Background: an optimization exercise with open tools, aiming at small area, a short achievable clock period and few clock cycles per item. Do not read the settings as production practice. RTL that was checked went through simulation tests only; none was proved equivalent to the original.

==> module word_tokenizer_fnv1a_hasher_top, before the edit <==
module word_tokenizer_fnv1a_hasher_top #(
  parameter int unsigned LENGTH_WIDTH = wtok_pkg::LENGTH_WIDTH_DEF
) (
  input  logic   clk,
  input  logic   rst,
  input  logic   byte_valid,
  output logic   byte_ready,
  input  wtok_pkg::byte_t  byte_data,
  output logic   token_valid,
  input  logic   token_ready,
  output wtok_pkg::token_t token_data
);
  localparam logic [1:0] C_NONE = 2'd0;
  localparam logic [1:0] C_WORD = 2'd1;
  localparam logic [1:0] C_LF   = 2'd2;
  localparam logic [1:0] C_END  = 2'd3;
  logic [1:0]  ib_cls;
  logic [6:0]  xlo_r;       
  logic        ib_b7;
  logic                    in_word;
  logic [31:0]             hash_r;
  logic [LENGTH_WIDTH-1:0] len_r;
  logic                    last_r;
  logic [1:0]  e_pre;
  logic        w_own;
  logic        e_post;
  logic        rdy_nt;
  logic        rdy_t;
  logic        e_front;
  logic        take;
  logic        ok;
  logic        hash_upd;
  logic        word_end;
  logic        byte_xfer;
  logic        in_space;
  logic [1:0]  in_cls;
  logic [31:0] hash_sel;
  logic [31:0] mix_in;
  logic [31:0] mix_out;
  logic [31:0] mixed;
  logic [1:0]  ib_cls_n;
  logic        in_word_n;
  logic [1:0]  e_pre_n;
  logic        w_own_n;
  logic        e_post_n;
  logic        ok_nt_n;
  logic        ok_t_n;
  logic [6:0]  in_low;
  logic [6:0]  hlo_n;
  logic [6:0]  xlo_n;
  assign e_front     = (e_pre != 2'd0);
  assign token_valid = e_front || w_own;
  assign take        = token_valid && token_ready;
  assign token_data.word_hash   = e_front ? EOS_HASH : hash_r;
  assign token_data.word_length = e_front ? EOS_LENGTH : 16'(len_r);
  assign token_data.is_eos      = e_front;
  assign token_data.last        = e_front || last_r;
  assign byte_ready = rdy_nt || (token_ready && rdy_t);
  assign byte_xfer  = byte_valid && byte_ready;
  wtok_room u_room (
    .cls(ib_cls), .in_word(in_word), .e_pre(e_pre), .w_own(w_own),
    .e_post(e_post), .take(take), .ok(ok)
  );
  always_comb begin
    hash_upd = (ib_cls == C_WORD) && ok;
    word_end = ok && in_word && ib_cls[1];
    in_space = (byte_data.data_byte == CHR_SP)  || (byte_data.data_byte == CHR_LF) ||
               (byte_data.data_byte == CHR_CR)  || (byte_data.data_byte == CHR_TAB) ||
               (byte_data.data_byte == CHR_VT)  || (byte_data.data_byte == CHR_FF) ||
               (byte_data.data_byte == CHR_NUL);
    if (byte_data.end_of_input)                 in_cls = C_END;
    else if (byte_data.data_byte == CHR_LF)     in_cls = C_LF;
    else if (in_space)                          in_cls = C_END;
    else                                        in_cls = C_WORD;
    if (byte_xfer)   ib_cls_n = in_cls;
    else if (ok)     ib_cls_n = C_NONE;
    else             ib_cls_n = ib_cls;
    e_pre_n   = e_pre;
    w_own_n   = w_own;
    e_post_n  = e_post;
    in_word_n = in_word;
    if (take) begin
      if (e_front) begin
        e_pre_n = e_pre - 2'd1;
      end else begin
        w_own_n  = 1'b0;
        e_pre_n  = {1'b0, e_post};
        e_post_n = 1'b0;
      end
    end
    if (ok) begin
      case (ib_cls)
        C_WORD: in_word_n = 1'b1;
        C_LF: begin
          in_word_n = 1'b0;
          if (in_word) begin
            w_own_n  = 1'b1;
            e_post_n = 1'b1;
          end else if (w_own_n) begin
            e_post_n = 1'b1;
          end else begin
            e_pre_n  = e_pre_n + 2'd1;
          end
        end
        C_END: begin
          in_word_n = 1'b0;
          if (in_word) w_own_n = 1'b1;
        end
        default: ;
      endcase
    end
    hash_sel = in_word ? hash_r : FNV_BASIS;
    mix_in   = {hash_sel[31:7], xlo_r};
    mixed    = mix_out ^ {32{ib_b7}};
    in_low   = byte_data.data_byte[6:0] ^ {7{byte_data.data_byte[7]}};
    hlo_n    = hash_upd ? mixed[6:0] : hash_r[6:0];
    xlo_n    = (in_word_n ? hlo_n : FNV_BASIS[6:0]) ^ in_low;
  end
  fnv_mul u_mul (.x(mix_in), .e(ib_b7), .y(mix_out));
  wtok_room u_room_nt (
    .cls(ib_cls_n), .in_word(in_word_n), .e_pre(e_pre_n), .w_own(w_own_n),
    .e_post(e_post_n), .take(1'b0), .ok(ok_nt_n)
  );
  wtok_room u_room_t (
    .cls(ib_cls_n), .in_word(in_word_n), .e_pre(e_pre_n), .w_own(w_own_n),
    .e_post(e_post_n), .take(1'b1), .ok(ok_t_n)
  );
  always_ff @(posedge clk) begin
    if (rst) begin
      ib_cls  <= C_NONE;
      in_word <= 1'b0;
      e_pre   <= 2'd0;
      w_own   <= 1'b0;
      e_post  <= 1'b0;
      rdy_nt  <= 1'b1;
      rdy_t   <= 1'b1;
    end else begin
      ib_cls  <= ib_cls_n;
      in_word <= in_word_n;
      e_pre   <= e_pre_n;
      w_own   <= w_own_n;
      e_post  <= e_post_n;
      rdy_nt  <= (ib_cls_n == C_NONE) || ok_nt_n;
      rdy_t   <= (ib_cls_n == C_NONE) || ((e_pre_n != 2'd0 || w_own_n) && ok_t_n);
    end
  end
  always_ff @(posedge clk) begin
    if (byte_xfer) begin
      xlo_r  <= xlo_n;
      ib_b7  <= byte_data.data_byte[7];
    end
  end
  always_ff @(posedge clk) begin
    if (hash_upd) begin
      hash_r <= mixed;
      if (!in_word) begin
        len_r <= LENGTH_WIDTH'(1);
      end else if (len_r != '1) begin
        len_r <= len_r + LENGTH_WIDTH'(1);
      end
    end
    if (word_end) begin
      last_r <= (ib_cls == C_END);
    end
  end
endmodule
Settings: LEC_CHECK=0, CAP_MARGIN=20, CORE_MARGIN=2, CORE_UTILIZATION=40, SETUP_SLACK_MARGIN=1.5, SLEW_MARGIN=20; clock period 6.5 ns.
run.sh (not shown) runs the stock make flow with config.mk's settings and CLKGATE_MAP_FILE= SYNTH_SCRIPT=/design/flow/synth_recipe.tcl, a recipe that flattens the netlist after the stock synthesis.
The baseline ran to the end with no violations.
==> next run, changes <==
--- a/flow/design.v
+++ b/flow/design.v
@@ -83,4 +83,6 @@
   logic        ib_b7;
   logic                    in_word;
+  logic                    cont_a;    
+  logic                    cont_b;    
   logic [31:0]             hash_r;
   logic [LENGTH_WIDTH-1:0] len_r;
@@ -174,5 +176,6 @@
       endcase
     end
-    hash_sel = in_word ? hash_r : FNV_BASIS;
+    hash_sel[31:19] = cont_a ? hash_r[31:19] : FNV_BASIS[31:19];
+    hash_sel[18:0]  = cont_b ? hash_r[18:0]  : FNV_BASIS[18:0];
     mix_in   = {hash_sel[31:7], xlo_r};
     mixed    = mix_out ^ {32{ib_b7}};
@@ -210,6 +213,12 @@
   end
   always_ff @(posedge clk) begin
+    if (byte_xfer || ok) begin
+      cont_b <= in_word_n;
+    end
+  end
+  always_ff @(posedge clk) begin
     if (byte_xfer) begin
       xlo_r  <= xlo_n;
+      cont_a <= in_word_n;
       ib_b7  <= byte_data.data_byte[7];
     end
- The new run passed the timing, DRC and antenna checks
- fmax rises by 2.7%
- wire length barely changes
- core utilization rises by 0.18 points
- sequential share of layout area rises by 0.64 points
- clock-buffer cell count rises by 3
- clock skew hardly moves
- global-route usage rises by 0.17 points
- worst setup slack gets better by 0.13 ns
- cell count falls by about 1.1%
- die area is about the same
Testbench counts after the change, summed over its fixed seeds: cycles 24,023, bytes 24,000.
Only the layout flow was run in the first run of this note; the RTL was not checked for function there.

what the ideal ports hide:
The flow's constraints put no driver on any port. The routed layouts listed below were extracted and timed again, unchanged, in two steps.
Step 1 assumes that a clkbuf_16 drives the clock port and a buf_2 every other input.
Step 2, shift: input delay + t, output delay - t, t = (earliest + latest rising clock arrival at the registers) / 2. This alone moves slack from input paths to output paths.
Three values: ideal ports, drivers, drivers and shift; two values: the first two.
| run | t (ns) | setup slack, ns | worst setup path after step 2 | worst register clock-pin slew, ns |
|---|---|---|---|---|
| the first run | 0.372 | 1.728 / 1.728 / 1.728 | register to register | 0.06 / 0.06 |
| the second run | 0.386 | 1.855 / 1.855 / 1.855 | register to register | 0.06 / 0.06 |
After both steps every run listed still meets setup and hold.
